Source: an optimization exercise on an open RTL-to-GDS flow (aim: small area, a short achievable clock period and few clock cycles per item). Production flows keep margins and buffers that such runs may drop.
Only simulation tests tie the RTL to the original design; equivalence was not proved.
No activity file was given, so power comes from the tool's default toggle rates.

==> flow/design.v <==
package seq_datapath_pkg;
  typedef enum logic [3:0] {
    OP_ADD  = 4'd0,
    OP_SUB  = 4'd1,
    OP_AND  = 4'd2,
    OP_OR   = 4'd3,
    OP_SHR  = 4'd4,
    OP_SHL  = 4'd5,
    OP_ROR  = 4'd6,
    OP_ROL  = 4'd7,
    OP_NEG  = 4'd8,
    OP_NOT  = 4'd9,
    OP_MUL  = 4'd10,
    OP_DIV  = 4'd11,
    OP_MFHI = 4'd12,
    OP_MFLO = 4'd13,
    OP_IN   = 4'd14,
    OP_ILL  = 4'd15
  } op_e;
  typedef enum logic [2:0] {
    S_IDLE = 3'd0,
    S_LNCH = 3'd1,
    S_MSET = 3'd2,
    S_MUL  = 3'd3,
    S_DALN = 3'd4,
    S_DIV  = 3'd5,
    S_FIX  = 3'd6,
    S_DSET = 3'd7
  } state_e;
  function automatic int clog2(input int value);
    clog2 = $clog2(value);
  endfunction
endpackage
import seq_datapath_pkg::*;
module seq_datapath_alu
#(
  parameter int DATA_W = 32
) (
  input  logic [3:0]        op,
  input  logic [DATA_W-1:0] a,
  input  logic [DATA_W-1:0] b,
  input  logic [DATA_W-1:0] hi,
  input  logic [DATA_W-1:0] lo,
  input  logic [DATA_W-1:0] in_port,
  input  logic              div_sel,    
  input  logic [5:0]        div_amt,    
  input  logic              div_inv,    
  output logic [DATA_W-1:0] rot,        
  output logic [DATA_W-1:0] rmask,      
  output logic [DATA_W-1:0] sum,        
  output logic              use_sum,    
  output logic [DATA_W-1:0] y           
);
  localparam int SH_W = $clog2(DATA_W);
  logic [SH_W-1:0]   sh_s, ramt_s;
  logic              left_s, inv_s, zx_s;
  logic [5:0]        mamt_s;
  logic [DATA_W-1:0] lmask_s, x_s, yb_s;
  logic [DATA_W:0]   sum1_s;
  assign sh_s   = b[SH_W-1:0];
  assign left_s = (op == OP_SHL) || (op == OP_ROL);
  assign ramt_s = div_sel ? div_amt[SH_W-1:0] : (left_s ? -sh_s : sh_s);
  assign mamt_s = div_sel ? div_amt : {1'b0, sh_s};
  always_comb begin
    rot = a;
    for (int k = 0; k < SH_W; k++) begin
      if (ramt_s[k]) rot = (rot >> (1 << k)) | (rot << (DATA_W - (1 << k)));
    end
  end
  always_comb begin
    for (int i = 0; i < DATA_W; i++) begin
      rmask[i] = (mamt_s <= 6'(DATA_W - 1 - i));
    end
  end
  always_comb begin
    for (int i = 0; i < DATA_W; i++) lmask_s[i] = rmask[DATA_W-1-i];
  end
  assign inv_s  = div_sel ? div_inv : ((op == OP_SUB) || (op == OP_NEG));
  assign zx_s   = div_sel || (op == OP_NEG);
  assign x_s    = zx_s ? {DATA_W{1'b0}} : a;
  assign yb_s   = b ^ {DATA_W{inv_s}};
  assign sum1_s = {x_s, 1'b1} + {yb_s, inv_s};
  assign sum    = sum1_s[DATA_W:1];
  assign use_sum = (op == OP_ADD) || (op == OP_SUB) || (op == OP_NEG);
  always_comb begin
    y = {DATA_W{1'b0}};
    case (op)
      OP_AND:  y = a & b;
      OP_OR:   y = a | b;
      OP_SHR:  y = rot & rmask;
      OP_SHL:  y = rot & lmask_s;
      OP_ROR, OP_ROL: y = rot;
      OP_NOT:  y = ~b;
      OP_MFHI: y = hi;
      OP_MFLO: y = lo;
      OP_IN:   y = in_port;
      default: y = {DATA_W{1'b0}};
    endcase
  end
endmodule
import seq_datapath_pkg::*;
module seq_datapath
#(
  parameter  int DATA_W   = 32,
  parameter  int NUM_REGS = 16,
  localparam int REG_AW   = $clog2(NUM_REGS)
) (
  input  logic              clk,
  input  logic              clr,
  input  logic              start,
  input  logic [3:0]        op,
  input  logic [REG_AW-1:0] ra,
  input  logic [REG_AW-1:0] rb,
  input  logic [REG_AW-1:0] rc,
  input  logic [DATA_W-1:0] in_port,
  input  logic              ext_wr_en,
  input  logic [REG_AW-1:0] ext_wr_addr,
  input  logic [DATA_W-1:0] ext_wr_data,
  input  logic [REG_AW-1:0] dbg_rd_addr,
  output logic [DATA_W-1:0] dbg_rd_data,
  output logic              busy,
  output logic              done,
  output logic              err,
  output logic [DATA_W-1:0] hi_out,
  output logic [DATA_W-1:0] lo_out
);
  seq_datapath_pkg::state_e state_r, state_nx_s;
  logic [3:0]        op_r;
  logic [REG_AW-1:0] pa_r, pb_r, rc_r;
  logic [3:0]        cnt_r;              
  logic [5:0]        nite_r;             
  logic [7:0]        mstep_r;            
  logic              neg_a_r, neg_q_r, bpos_r, done_r, err_r;
  logic              busy_r, usep_r;     
  logic [NUM_REGS-1:0][DATA_W-1:0] regs_r;
  logic [DATA_W-1:0] hi_r, lo_r, m_r, y_r;
  logic              idle_s, launch_s;
  logic [3:0]        cop_s;
  logic [REG_AW-1:0] crc_s;
  logic [DATA_W-1:0] a_s, b_s;
  assign idle_s = !busy_r;
  assign busy   = busy_r;
  assign done   = done_r;
  assign err    = err_r;
  assign hi_out = hi_r;
  assign lo_out = lo_r;
  logic res_op_s, wconf_s, acc_defer_s;
  assign res_op_s    = !((op == OP_MUL) || (op == OP_DIV) || (op == OP_ILL));
  assign wconf_s     = ext_wr_en && res_op_s && (ext_wr_addr[1:0] == rc[1:0]) &&
                       (ext_wr_addr[REG_AW-1:2] != rc[REG_AW-1:2]);
  assign acc_defer_s = idle_s && start && wconf_s;
  assign launch_s    = idle_s ? (start && !wconf_s) : (state_r == S_LNCH);
  assign cop_s       = idle_s ? op : op_r;
  assign crc_s       = idle_s ? rc : rc_r;
  logic [NUM_REGS-1:0] sel_a_s, sel_b_s, sel_d_s;
  logic                byp_a_s, byp_b_s;
  assign byp_a_s = idle_s && ext_wr_en && (ext_wr_addr == ra);
  assign byp_b_s = idle_s && ext_wr_en && (ext_wr_addr == rb);
  always_comb begin
    for (int i = 0; i < NUM_REGS; i++) begin
      sel_a_s[i] = (idle_s && !byp_a_s && (ra == REG_AW'(i))) ||
                   (usep_r && (pa_r == REG_AW'(i)));
      sel_b_s[i] = (idle_s && !byp_b_s && (rb == REG_AW'(i))) ||
                   (usep_r && (pb_r == REG_AW'(i)));
      sel_d_s[i] = (dbg_rd_addr == REG_AW'(i));
    end
  end
  always_comb begin
    a_s         = {DATA_W{byp_a_s}} & ext_wr_data;
    b_s         = {DATA_W{byp_b_s}} & ext_wr_data;
    dbg_rd_data = '0;
    for (int i = 0; i < NUM_REGS; i++) begin
      a_s         |= {DATA_W{sel_a_s[i]}} & regs_r[i];
      b_s         |= {DATA_W{sel_b_s[i]}} & regs_r[i];
      dbg_rd_data |= {DATA_W{sel_d_s[i]}} & regs_r[i];
    end
  end
  logic              div_sel_s, alu_use_sum_s;
  logic [5:0]        nite_s;
  logic [DATA_W-1:0] rot_s, rmask_s, alu_y_s, alu_sum_s, fun_s;
  assign div_sel_s = (state_r == S_DALN) || (state_r == S_DSET);
  seq_datapath_alu #(.DATA_W(DATA_W)) u_alu (
    .op      (cop_s),
    .a       (a_s),
    .b       (b_s),
    .hi      (hi_r),
    .lo      (lo_r),
    .in_port (in_port),
    .div_sel (div_sel_s),
    .div_amt (nite_r),
    .div_inv (bpos_r),
    .rot     (rot_s),
    .rmask   (rmask_s),
    .sum     (alu_sum_s),
    .use_sum (alu_use_sum_s),
    .y       (alu_y_s)
  );
  logic [DATA_W-1:0] zy_s, zm_s, smy_s, smm_s, smin_s;
  assign zy_s = y_r ^ {DATA_W{y_r[DATA_W-1]}};
  assign zm_s = m_r ^ {DATA_W{m_r[DATA_W-1]}};
  always_comb begin
    smy_s = zy_s;
    smm_s = zm_s;
    for (int k = 1; k < DATA_W; k = k * 2) begin
      smy_s = smy_s | (smy_s >> k);
      smm_s = smm_s | (smm_s >> k);
    end
  end
  assign smin_s = smy_s & smm_s;
  function automatic logic [4:0] th2bin(input logic [DATA_W-1:0] t);
    th2bin = '0;
    for (int i = 0; i < DATA_W - 1; i++) begin
      if (t[i] && !t[i+1]) th2bin = 5'(i + 1);
    end
  endfunction
  logic       mswap_s, mzero_s;
  logic [7:0] mfirst_s;
  assign mswap_s = |(smy_s & ~smm_s);
  assign mzero_s = (a_s == '0) || (b_s == '0);
  always_comb begin
    for (int k = 0; k < 8; k++) begin
      mfirst_s[k] = (k == 0 || smin_s[4*k-1]) && (k == 7 || !smin_s[4*k+3]);
    end
  end
  logic       bzero_s, azero_s, dquick_s;
  logic [4:0] len_a_s, len_b_s;
  logic [6:0] nit_s;
  assign bzero_s  = (b_s == '0);
  assign azero_s  = (a_s == '0);
  assign len_a_s  = th2bin(smy_s);
  assign len_b_s  = th2bin(smm_s);
  assign nit_s    = {2'b00, len_a_s} - {2'b00, len_b_s} + 7'd1;    
  assign nite_s   = 6'((nit_s + 7'd1) & 7'b1111110);
  assign dquick_s = nit_s[6] || ((nit_s == 7'd0) && !neg_a_r);
  assign fun_s = rot_s ^ {DATA_W{neg_a_r}};
  logic [DATA_W:0]     ywy_s;
  logic [4:0]          win_s;
  logic [DATA_W+1:0]   pp1_s, pp0_s;
  logic                neg1_s, neg0_s;
  logic [2*DATA_W-1:0] acc16_s, mul_nx_s;
  function automatic logic [DATA_W+1:0] booth_pp(input logic [2:0] w,
                                                  input logic [DATA_W-1:0] m);
    logic one, two;
    one = w[0] ^ w[1];
    two = (w == 3'b011) || (w == 3'b100);
    booth_pp = (one ? {{2{m[DATA_W-1]}}, m} :
                two ? {m[DATA_W-1], m, 1'b0} : '0) ^ {(DATA_W+2){w[2]}};
  endfunction
  assign ywy_s = {y_r, 1'b0};
  always_comb begin
    win_s = '0;
    for (int k = 0; k < 8; k++) win_s |= {5{mstep_r[k]}} & ywy_s[4*k +: 5];
  end
  assign pp1_s  = booth_pp(win_s[4:2], m_r);
  assign pp0_s  = booth_pp(win_s[2:0], m_r);
  assign neg1_s = win_s[4];
  assign neg0_s = win_s[2];
  assign acc16_s  = {hi_r[DATA_W-5:0], lo_r, 1'b0, neg1_s, 1'b0, neg0_s};
  assign mul_nx_s = acc16_s + {{(DATA_W-4){pp1_s[DATA_W+1]}}, pp1_s, 2'b00}
                            + {{(DATA_W-2){pp0_s[DATA_W+1]}}, pp0_s};
  logic [DATA_W+2:0] r4_s, nb1_s, nb2_s, d1_s, d2_s, d3_s;
  logic [1:0]        dq_s;
  logic [DATA_W-1:0] drem_s;
  logic              wrap_s, fix_c_s;
  assign r4_s  = {1'b0, hi_r, lo_r[DATA_W-1:DATA_W-2]};
  assign nb1_s = {{3{y_r[DATA_W-1]}}, y_r};
  assign nb2_s = {{2{y_r[DATA_W-1]}}, y_r, 1'b0};
  assign d1_s  = r4_s + nb1_s;
  assign d2_s  = r4_s + nb2_s;
  assign d3_s  = r4_s + nb1_s + nb2_s;
  always_comb begin
    if (!d3_s[DATA_W+2]) begin
      dq_s = 2'd3; drem_s = d3_s[DATA_W-1:0];
    end else if (!d2_s[DATA_W+2]) begin
      dq_s = 2'd2; drem_s = d2_s[DATA_W-1:0];
    end else if (!d1_s[DATA_W+2]) begin
      dq_s = 2'd1; drem_s = d1_s[DATA_W-1:0];
    end else begin
      dq_s = 2'd0; drem_s = r4_s[DATA_W-1:0];
    end
  end
  assign wrap_s  = neg_a_r && ((hi_r ^ y_r) == '1);
  assign fix_c_s = neg_q_r ^ wrap_s;
  logic wr_res_s, wr_pre_s;
  always_comb begin
    wr_res_s = 1'b0;
    if (launch_s) begin
      case (cop_s)
        OP_MUL, OP_DIV, OP_ILL: wr_res_s = 1'b0;
        default:                wr_res_s = 1'b1;
      endcase
    end
  end
  assign wr_pre_s = idle_s && ext_wr_en;
  localparam int NBANK = 4;
  logic [NUM_REGS-1:0]            we_s;
  logic [NBANK-1:0][DATA_W-1:0]   wd_s;
  logic [NBANK-1:0]               bres_s, bpre_s;
  logic [DATA_W-1:0]              res_s;
  always_comb begin
    for (int i = 0; i < NUM_REGS; i++) begin
      we_s[i] = clr || (wr_pre_s && (ext_wr_addr == REG_AW'(i))) ||
                (wr_res_s && (crc_s == REG_AW'(i)));
    end
  end
  assign res_s = alu_use_sum_s ? alu_sum_s : alu_y_s;
  always_comb begin
    for (int k = 0; k < NBANK; k++) begin
      bres_s[k] = !clr && wr_res_s && (crc_s[1:0] == 2'(k));
      bpre_s[k] = !clr && !bres_s[k];
      wd_s[k]   = ({DATA_W{bres_s[k]}} & res_s) | ({DATA_W{bpre_s[k]}} & ext_wr_data);
    end
  end
  always_ff @(posedge clk) begin
    for (int i = 0; i < NUM_REGS; i++) begin
      if (we_s[i]) regs_r[i] <= wd_s[i % NBANK];
    end
  end
  always_comb begin
    state_nx_s = state_r;
    if (idle_s) begin
      state_nx_s = S_IDLE;
      if (acc_defer_s) state_nx_s = S_LNCH;
    end
    if (launch_s) begin
      state_nx_s = S_IDLE;
      if ((cop_s == OP_MUL) && !mzero_s)              state_nx_s = S_MSET;
      if ((cop_s == OP_DIV) && !bzero_s && !azero_s) state_nx_s = S_DSET;
    end else begin
      case (state_r)
        S_MSET: state_nx_s = S_MUL;
        S_MUL:  if (mstep_r[0]) state_nx_s = S_IDLE;
        S_DSET: state_nx_s = dquick_s ? S_IDLE : S_DALN;
        S_DALN: state_nx_s = (nite_r == '0) ? S_FIX : S_DIV;
        S_DIV:  if (cnt_r == '0) state_nx_s = (neg_a_r || neg_q_r) ? S_FIX : S_IDLE;
        S_FIX:  state_nx_s = S_IDLE;
        default: ;
      endcase
    end
  end
  always_ff @(posedge clk) begin
    if (clr) begin
      state_r <= S_IDLE;
      busy_r  <= 1'b0;
      usep_r  <= 1'b0;
      done_r  <= 1'b0;
      err_r   <= 1'b0;
    end else begin
      state_r <= state_nx_s;
      busy_r  <= (state_nx_s != S_IDLE);
      usep_r  <= (state_nx_s == S_LNCH) || (state_nx_s == S_DSET) ||
                 (state_nx_s == S_DALN);
      done_r  <= (launch_s || (state_r != S_IDLE && state_r != S_LNCH)) &&
                 (state_nx_s == S_IDLE);
      err_r   <= launch_s && ((cop_s == OP_ILL) || ((cop_s == OP_DIV) && bzero_s));
    end
  end
  always_ff @(posedge clk) begin
    if (clr) begin
      op_r    <= '0;
      pa_r    <= '0;
      pb_r    <= '0;
      rc_r    <= '0;
      cnt_r   <= '0;
      nite_r  <= '0;
      mstep_r <= '0;
      neg_a_r <= 1'b0;
      neg_q_r <= 1'b0;
      bpos_r  <= 1'b0;
      hi_r    <= '0;
      lo_r    <= '0;
      m_r     <= '0;
      y_r     <= '0;
    end else begin
      if (acc_defer_s) begin
        op_r <= op;
        pa_r <= ra;
        pb_r <= rb;
        rc_r <= rc;
      end else if (launch_s) begin
        if (idle_s) begin
          pa_r <= ra;
          pb_r <= rb;
        end
        case (cop_s)
          OP_MUL: begin
            hi_r <= '0;
            lo_r <= '0;
            m_r  <= a_s;
            y_r  <= b_s;
          end
          OP_DIV: begin
            neg_a_r <= a_s[DATA_W-1];
            neg_q_r <= a_s[DATA_W-1] ^ b_s[DATA_W-1];
            bpos_r  <= !b_s[DATA_W-1];
            m_r     <= b_s[DATA_W-1] ? b_s : ~b_s;
            y_r     <= a_s;
            if (!bzero_s) begin
              hi_r <= a_s;
              lo_r <= '0;
            end
          end
          default: ;
        endcase
      end else begin
        case (state_r)
          S_MSET: begin
            if (mswap_s) begin
              m_r <= y_r;
              y_r <= m_r;
            end
            mstep_r <= mfirst_s;
          end
          S_MUL: begin
            hi_r    <= mul_nx_s[2*DATA_W-1:DATA_W];
            lo_r    <= mul_nx_s[DATA_W-1:0];
            mstep_r <= mstep_r >> 1;
          end
          S_DSET: begin
            y_r    <= alu_sum_s;              
            nite_r <= nite_s;
          end
          S_DALN: begin
            hi_r  <= fun_s & rmask_s;
            lo_r  <= fun_s & ~rmask_s;
            cnt_r <= 4'(nite_r[5:1] - 5'd1);
          end
          S_DIV: begin
            hi_r  <= drem_s;
            lo_r  <= {lo_r[DATA_W-3:0], dq_s};
            cnt_r <= cnt_r - 4'd1;
          end
          S_FIX: begin
            hi_r <= neg_a_r ? (wrap_s ? '0 : ~hi_r) : hi_r;
            lo_r <= (lo_r ^ {DATA_W{neg_q_r}}) + DATA_W'(fix_c_s);
          end
          default: ;
        endcase
      end
    end
  end
endmodule
==> flow/run.sh <==
#!/bin/bash
# synth_recipe.tcl (not shown) runs the flow's synth.tcl, then flattens the netlist and writes it again
# the make line also repeats each setting of config.mk as NAME=value (left out here)
make -C /OpenROAD-flow-scripts/flow DESIGN_CONFIG=/design/flow/config.mk WORK_HOME=/design/flow/orfs CLKGATE_MAP_FILE= SYNTH_SCRIPT=/design/flow/synth_recipe.tcl finish
==> flow/config.mk <==
export PLATFORM = sky130hd
export DESIGN_NAME = seq_datapath
export DESIGN_NICKNAME = seq_datapath
export VERILOG_FILES = /design/flow/design.v
export SDC_FILE = /design/flow/constraint.sdc
export NUM_CORES = 4
export LEC_CHECK = 0
export ABC_AREA = 1
export CAP_MARGIN = 20
export CORE_MARGIN = 2
export CORE_UTILIZATION = 62
export SETUP_SLACK_MARGIN = 0.2
export SLEW_MARGIN = 20
==> flow/constraint.sdc <==
create_clock -name core_clock -period 6.5 [get_ports {clk}]
set_input_delay 1.3000 -clock core_clock [delete_from_list [all_inputs] [get_ports {clk}]]
set_output_delay 1.3000 -clock core_clock [all_outputs]
set_load 0.01 [all_outputs]
==> results of run 1 <==
metrics by stage:
| step | util (%) | std cells | hold WS [ns] | TNS [ns] |
|---|---|---|---|---|
| after floorplan | - | 9432 | 0.4292 | 0 |
| after global placement | 70.60 | 11310 | 0.4392 | -22.39 |
| after detailed placement | 70.60 | 11310 | 0.4490 | -42.68 |
| after CTS | 73.04 | 11450 | 0.4580 | 0 |
layer usage:
layer	track usage (%)	GRT overflow
met3	47.66	0
met4	66.01	16
met5	24.73	0
met2	86.51	7
met1	71.83	0
cell families after synthesis:
group,Yosys count
compound gates,2164
buf+inv,1405
xor+xnor,345
fa+ha+maj,275
flops,683
simple gates,4560
worst max-delay path by stage:
stage | slack [ns] | endpoint | startpoint | cells after the start
CTS | 0.21 | hi_r[25] | mstep_r[0] | 25
global placement | -0.30 | regs_r[313] | ext_wr_addr[1] | 32
detailed placement | -0.43 | regs_r[249] | ext_wr_addr[1] | 32
floorplan | 0.49 | hi_r[25] | y_r[11] | 26
power by group through the flow:
stage / sequential, W / clock (W) / combinational, W
floorplan: 0.00562 / 0 / 0.00610
global placement: 0.00575 / 0 / 0.0108
detailed placement: 0.00575 / 0 / 0.0109
CTS: 0.00566 / 0.00439 / 0.0110
repair_timing:
action                                  in CTS
resized for setup                            2
cloned                                       0
endpoints found under the setup margin       5
==> impl_metrics.ini, run 1 <==
[synthesis]
ys_seq_elements = 683
synth_top_area_share_pct = 24.12
synth_warnings = 3
netlist_instances = 9432
yosysTopAreaCell = edfxtp_1
synth_cell_types = 84
synth-xor-area-share_pct = 4.752
synthesis.area_um2 = 63740
synthFlopType = edfxtp_1
synth_nets = 9799
synth-adder-area-share_pct = 6.140
synth-edff-count = 512
synth_top_family_by_area = simple AND/OR/NAND/NOR gates
synth_compound_area_share_pct = 20.54
ys_async_sr_fraction_pct = 0
synthMuxAreaShare_pct = 0
yosysMostFrequentCell = nand2_1
ys_top_cells_by_area = edfxtp_1, nand2_1, inv_1
synth_simple_gate_area_share_pct = 30.00
yosysSeqAreaShare_pct = 29.49
synth.avg_cell_area_um2 = 6.758
synthTopCellsByCount = nand2_1, inv_1, nor2_1, a21oi_1, o21ai_0

[clock_tree]
cts_buffer_depth = 3
post_cts_buffers = 0
clockRootBuffer = clkbuf_16
cts_max_level = 3
cts_hold_buf = 0
clock-sinks = 683
cts_buffers = 75

[floorplan]
io_pins = 191
start_util_pct = 62.56
placement_rows = 117
die_h_um = 324.6
dieWidth_um = 324.6

[status]
outcome = stopped before the end
haltStage = global routing (5_1_grt)
stop_error = [ERROR GRT-0116] Global routing finished with congestion. Check the congestion regions in the DRC Viewer.

[placed_design]
port_buffers = 190
gp_congestion = 1.358
place_area_um2 = 71940
hpwlAfterDp_um = 255800
pre_cts_ws_ns = -0.4349

[global_routing]
grt_pass1_vias = 77600
grt_max_degree = 86
overflow = 23
gr-usage-all-layers_pct = 68.63
grt_first_pass_wirelength_um = 533000
Testbench counts, summed over its fixed seeds: cycles 7,477, ops 4,800.
==> run 2, diff against run 1 <==
--- a/flow/design.v
+++ b/flow/design.v
@@ -20,12 +20,11 @@
   typedef enum logic [2:0] {
     S_IDLE = 3'd0,
     S_LNCH = 3'd1,
-    S_MSET = 3'd2,
-    S_MUL  = 3'd3,
+    S_MUL  = 3'd2,
+    S_DSET = 3'd3,
     S_DALN = 3'd4,
     S_DIV  = 3'd5,
-    S_FIX  = 3'd6,
-    S_DSET = 3'd7
+    S_FIX  = 3'd6
   } state_e;
   function automatic int clog2(input int value);
     clog2 = $clog2(value);
@@ -195,7 +194,7 @@
     .use_sum (alu_use_sum_s),
     .y       (alu_y_s)
   );
-  logic [DATA_W-1:0] zy_s, zm_s, smy_s, smm_s, smin_s;
+  logic [DATA_W-1:0] zy_s, zm_s, smy_s, smm_s;
   assign zy_s = y_r ^ {DATA_W{y_r[DATA_W-1]}};
   assign zm_s = m_r ^ {DATA_W{m_r[DATA_W-1]}};
   always_comb begin
@@ -206,21 +205,38 @@
       smm_s = smm_s | (smm_s >> k);
     end
   end
-  assign smin_s = smy_s & smm_s;
   function automatic logic [4:0] th2bin(input logic [DATA_W-1:0] t);
     th2bin = '0;
     for (int i = 0; i < DATA_W - 1; i++) begin
       if (t[i] && !t[i+1]) th2bin = 5'(i + 1);
     end
   endfunction
-  logic       mswap_s, mzero_s;
-  logic [7:0] mfirst_s;
-  assign mswap_s = |(smy_s & ~smm_s);
+  logic [DATA_W-1:0] zqa_s, zqb_s;
+  logic [7:0]        gqa_s, gqb_s, tqa_s, tqb_s, tqmin_s, mfirst_s;
+  logic              mswap_s, mzero_s;
+  assign zqa_s = a_s ^ {DATA_W{a_s[DATA_W-1]}};
+  assign zqb_s = b_s ^ {DATA_W{b_s[DATA_W-1]}};
+  always_comb begin
+    gqa_s = '0;
+    gqb_s = '0;
+    for (int k = 1; k < 8; k++) begin
+      gqa_s[k] = |zqa_s[4*k-1 +: 4];
+      gqb_s[k] = |zqb_s[4*k-1 +: 4];
+    end
+    tqa_s = gqa_s;
+    tqb_s = gqb_s;
+    for (int k = 1; k < 8; k = k * 2) begin
+      tqa_s = tqa_s | (tqa_s >> k);
+      tqb_s = tqb_s | (tqb_s >> k);
+    end
+    tqa_s[0] = 1'b1;
+    tqb_s[0] = 1'b1;
+  end
+  assign mswap_s = |(tqb_s & ~tqa_s);         
+  assign tqmin_s = tqa_s & tqb_s;
   assign mzero_s = (a_s == '0) || (b_s == '0);
   always_comb begin
-    for (int k = 0; k < 8; k++) begin
-      mfirst_s[k] = (k == 0 || smin_s[4*k-1]) && (k == 7 || !smin_s[4*k+3]);
-    end
+    for (int k = 0; k < 8; k++) mfirst_s[k] = tqmin_s[k] && (k == 7 || !tqmin_s[k+1]);
   end
   logic       bzero_s, azero_s, dquick_s;
   logic [4:0] len_a_s, len_b_s;
@@ -324,11 +340,10 @@
     end
     if (launch_s) begin
       state_nx_s = S_IDLE;
-      if ((cop_s == OP_MUL) && !mzero_s)              state_nx_s = S_MSET;
+      if ((cop_s == OP_MUL) && !mzero_s)              state_nx_s = S_MUL;
       if ((cop_s == OP_DIV) && !bzero_s && !azero_s) state_nx_s = S_DSET;
     end else begin
       case (state_r)
-        S_MSET: state_nx_s = S_MUL;
         S_MUL:  if (mstep_r[0]) state_nx_s = S_IDLE;
         S_DSET: state_nx_s = dquick_s ? S_IDLE : S_DALN;
         S_DALN: state_nx_s = (nite_r == '0) ? S_FIX : S_DIV;
@@ -384,10 +399,11 @@
         end
         case (cop_s)
           OP_MUL: begin
-            hi_r <= '0;
-            lo_r <= '0;
-            m_r  <= a_s;
-            y_r  <= b_s;
+            hi_r    <= '0;
+            lo_r    <= '0;
+            m_r     <= mswap_s ? b_s : a_s;
+            y_r     <= mswap_s ? a_s : b_s;
+            mstep_r <= mfirst_s;
           end
           OP_DIV: begin
             neg_a_r <= a_s[DATA_W-1];
@@ -404,13 +420,6 @@
         endcase
       end else begin
         case (state_r)
-          S_MSET: begin
-            if (mswap_s) begin
-              m_r <= y_r;
-              y_r <= m_r;
-            end
-            mstep_r <= mfirst_s;
-          end
           S_MUL: begin
             hi_r    <= mul_nx_s[2*DATA_W-1:DATA_W];
             lo_r    <= mul_nx_s[DATA_W-1:0];
--- a/flow/config.mk
+++ b/flow/config.mk
@@ -8,6 +8,6 @@
 export ABC_AREA = 1
 export CAP_MARGIN = 20
 export CORE_MARGIN = 2
-export CORE_UTILIZATION = 62
-export SETUP_SLACK_MARGIN = 0.2
+export CORE_UTILIZATION = 40
+export SETUP_SLACK_MARGIN = 0.3
 export SLEW_MARGIN = 20
==> impl_metrics.ini, run 2 <==
[status]
outcome = no timing/DRC/antenna violations

[route]
vias = 87080
drc_errors = 0
first_iter_violations = 14260
vias_per_cell = 6.337
wl_um = 455300
wire_per_inst_um = 33.13
ant_nets = 0
dr.pass1.iters = 10

[global_routing]
overflow = 0
grt_pass1_vias = 80710
grt_antenna_before_repair = 38
grt_max_degree = 65
grt_first_pass_wirelength_um = 617400
gr-usage-all-layers_pct = 52.31

[hold_path]
min_path_type = reg -> reg

[pwr]
leakage_nw = 39.26
ir_drop_mv = 0.3128
power.density_nw_per_um2 = 311.9
total_power_w = 0.02658

[floorplan]
placement_rows = 148
die_h_um = 407.9
dieArea_um2 = 166400
io_pins = 191
dieWidth_um = 407.9
core_um2 = 162400
start_util_pct = 40.18

[synthesis]
synthFlopType = edfxtp_1
synthesis.area_um2 = 65260
ys_seq_elements = 683
yosysSeqAreaShare_pct = 28.80
synth_cell_types = 69
ys_async_sr_fraction_pct = 0
yosysMostFrequentCell = nand2_1
synthTopCellsByCount = nand2_1, nand3_1, nor2_1, inv_1, a21oi_1
synth_warnings = 3
synth-edff-count = 512
synth_top_area_share_pct = 23.56
netlist_instances = 10130
yosysTopAreaCell = edfxtp_1
synth.avg_cell_area_um2 = 6.445
ys_top_cells_by_area = edfxtp_1, nand2_1, nand3_1
synth_nets = 10490

[critical_path]
critPathLaunchType = primary input
setup.worst_path.class = in -> reg
reg2reg_slack_ns = 0.36
crit-reg2reg-launch = y_r[5]
cp-end-kind = flop
worstReg2RegEnd = hi_r[24]
max_stage_delay_ns = 0.68
cp.required_ns = 7.14
critPathMaxFanout = 24
cp-startpoint = rb[3]
cp_common_cell = buf_4
crit_arrival_ns = 6.95
timing.reg2reg.worst_path_depth = 33
crit_cells = 29
cp-endpoint = hi_r[9]
crit_slowest_cell = nor4_1
cp_top_family = buffers and inverters
critPathBufInv = 14

[sta]
max_slew_margin_pct = 19.33
fmax_mhz = 158.7
final_hold_viol_count = 0
final-max-slew-violation-count = 0
finalCritPeriodShare_pct = 96.96
finClkSkew_ns = 0.07618
worst_hold_slack_ns = 0.4558
period_minus_slack_ns = 6.302
worst_pin_slew_ns = 1.207
setup-violations-final = 0
rsz0062_at_grt = true
fin_ws_ns = 0.1978

[layout]
drive_gt1_share_pct = 17.22
layout_commonest_cell = nand2_1
fin_cells = 13740
final_util_pct = 52.48
area_growth_pct = 30.60
largest_reg_flops = 512
nets = 11850
most-common-layout-cells = nand2_1, buf_4, nand3_1
regMostFlops = regs_r

[placed_design]
gp_congestion = 1.163
hpwlAfterDp_um = 349300
pre_cts_ws_ns = -0.8074
dp.cells = 13540
port_buffers = 190

[run]
drv_cap = 0

[clock_tree]
clock-sinks = 683
clkLatencyLatePin_ns = 0.78
clk_pin_slew_worst_paths_ns = 0.07
clockRootBuffer = clkbuf_16
cts_buffer_depth = 3
cts_hold_buf = 0
cts_max_level = 3
cts_tree = yes
cts_buffers = 80
[run 2: cell types whose count changed after synthesis, sizes merged, moves of 44 or more]
cell    previous run  this run
o221ai           101        50
a21oi            672       587
nand3            619      1040
a211oi            70        21
inv              979       818
nor2             759       864
o22ai            114        15
nand4            130       180
nand2           2850      3630
o21ai            717       540
clkbuf           219       263
[run 2: report_power, final]
part	internal [W]	switching [W]	total [W]	leakage [nW]
clock network	0.00273	0.00218	0.00491	1.32
registers	0.00518	0.000543	0.00572	6.64
logic	0.00580	0.0101	0.0159	31.3
total	0.0137	0.0129	0.0266	39.3
[run 2: through the flow]
stage | setup TNS (ns) | cell area, um^2
global placement | -208.99 | 81270
detailed placement | -168.86 | 81290
finish | 0 | 85230
floorplan | 0 | 65270
CTS | 0 | 84110
global route | 0 | 85180
[run 2: layout make-up]
class / count / area [um^2]
Clock inverter: 51 / 616.8
Tap cell: 2175 / 2721
Sequential cell: 683 / 18820
Antenna cell: 22 / 55.05
Fill cell: 16220 / 77170
Multi-Input combinational cell: 8172 / 42680
Timing Repair Buffer: 1715 / 15120
Clock buffer: 96 / 2103
Inverter: 827 / 3109
[run 2: how the worst min path moves through the flow]
| stage | depth (start not counted) | start | to | slack [ns] |
|---|---|---|---|---|
| global route | 2 | rc_r[2] | rc_r[2] | 0.48 |
| detailed placement | 2 | rc_r[1] | rc_r[1] | 0.45 |
| global placement | 2 | op_r[1] | op_r[1] | 0.44 |
| CTS | 2 | rc_r[1] | rc_r[1] | 0.46 |
| floorplan | 2 | op_r[1] | op_r[1] | 0.43 |
| finish | 2 | rc_r[1] | rc_r[1] | 0.46 |
[run 2: cell families after synthesis]
family	count (synthesis)	synth area share, %
xor gates and xnor gates	330	4.429
and+or+nand+nor	5875	37.43
DFF	683	28.80
buffers and inverters	1272	7.746
adders and majority gates	276	6.016
AOI/OAI and AO/OA	1690	15.57
[run 2: repair_timing]
action	CTS	global route
resized for setup	20	187
pin swaps	1	35
gates cloned	0	5
setup endpoints to repair	166	413
setup buffers	3	26
[run 2: metal layers]
metal	part of all wire, %	global-route usage [%]	routed length (um)
met1	33	59.32	152500
met2	40	75.63	182700
met3	13	16.96	60510
met4	13	53.21	59380
met5	0.036	0	162
[run 2: worst min-delay path, stage by stage (launching register included)]
cell,delay (ns)
dfxtp_1,0.30
inv_1,0.06
a21oi_1,0.05
Testbench counts of run 2, summed over its fixed seeds: cycles 7,269, ops 4,800.

re-timing with driven ports:
The results above use ideal ports. As a check the final layout listed here was re-extracted and re-timed, cells and wires unchanged.
Step 1: set_driving_cell puts a clkbuf_16 on clk and a buf_2 on each other input, an assumption about the parent block.
Step 2, shift: input delay + t, output delay - t, t = (earliest + latest rising clock arrival at the registers) / 2. This alone moves slack from input paths to output paths.
a / b / c = no drivers / after step 1 / after step 2; a / b = the first two.
run: run 2
t (ns): 0.836
setup slack, ns: 0.198 / 0.265 / -0.571
worst hold slack (ns): 0.456 / 0.456 / 0.456
clock arrival spread, ns: 0.076 / 0.076
pins driven straight from the clock port: 1
With both steps, setup timing fails in run 2, where it was met with ideal ports. The setup slack of run 2 moves by +0.067 ns with the drivers and by -0.769 ns with both steps.
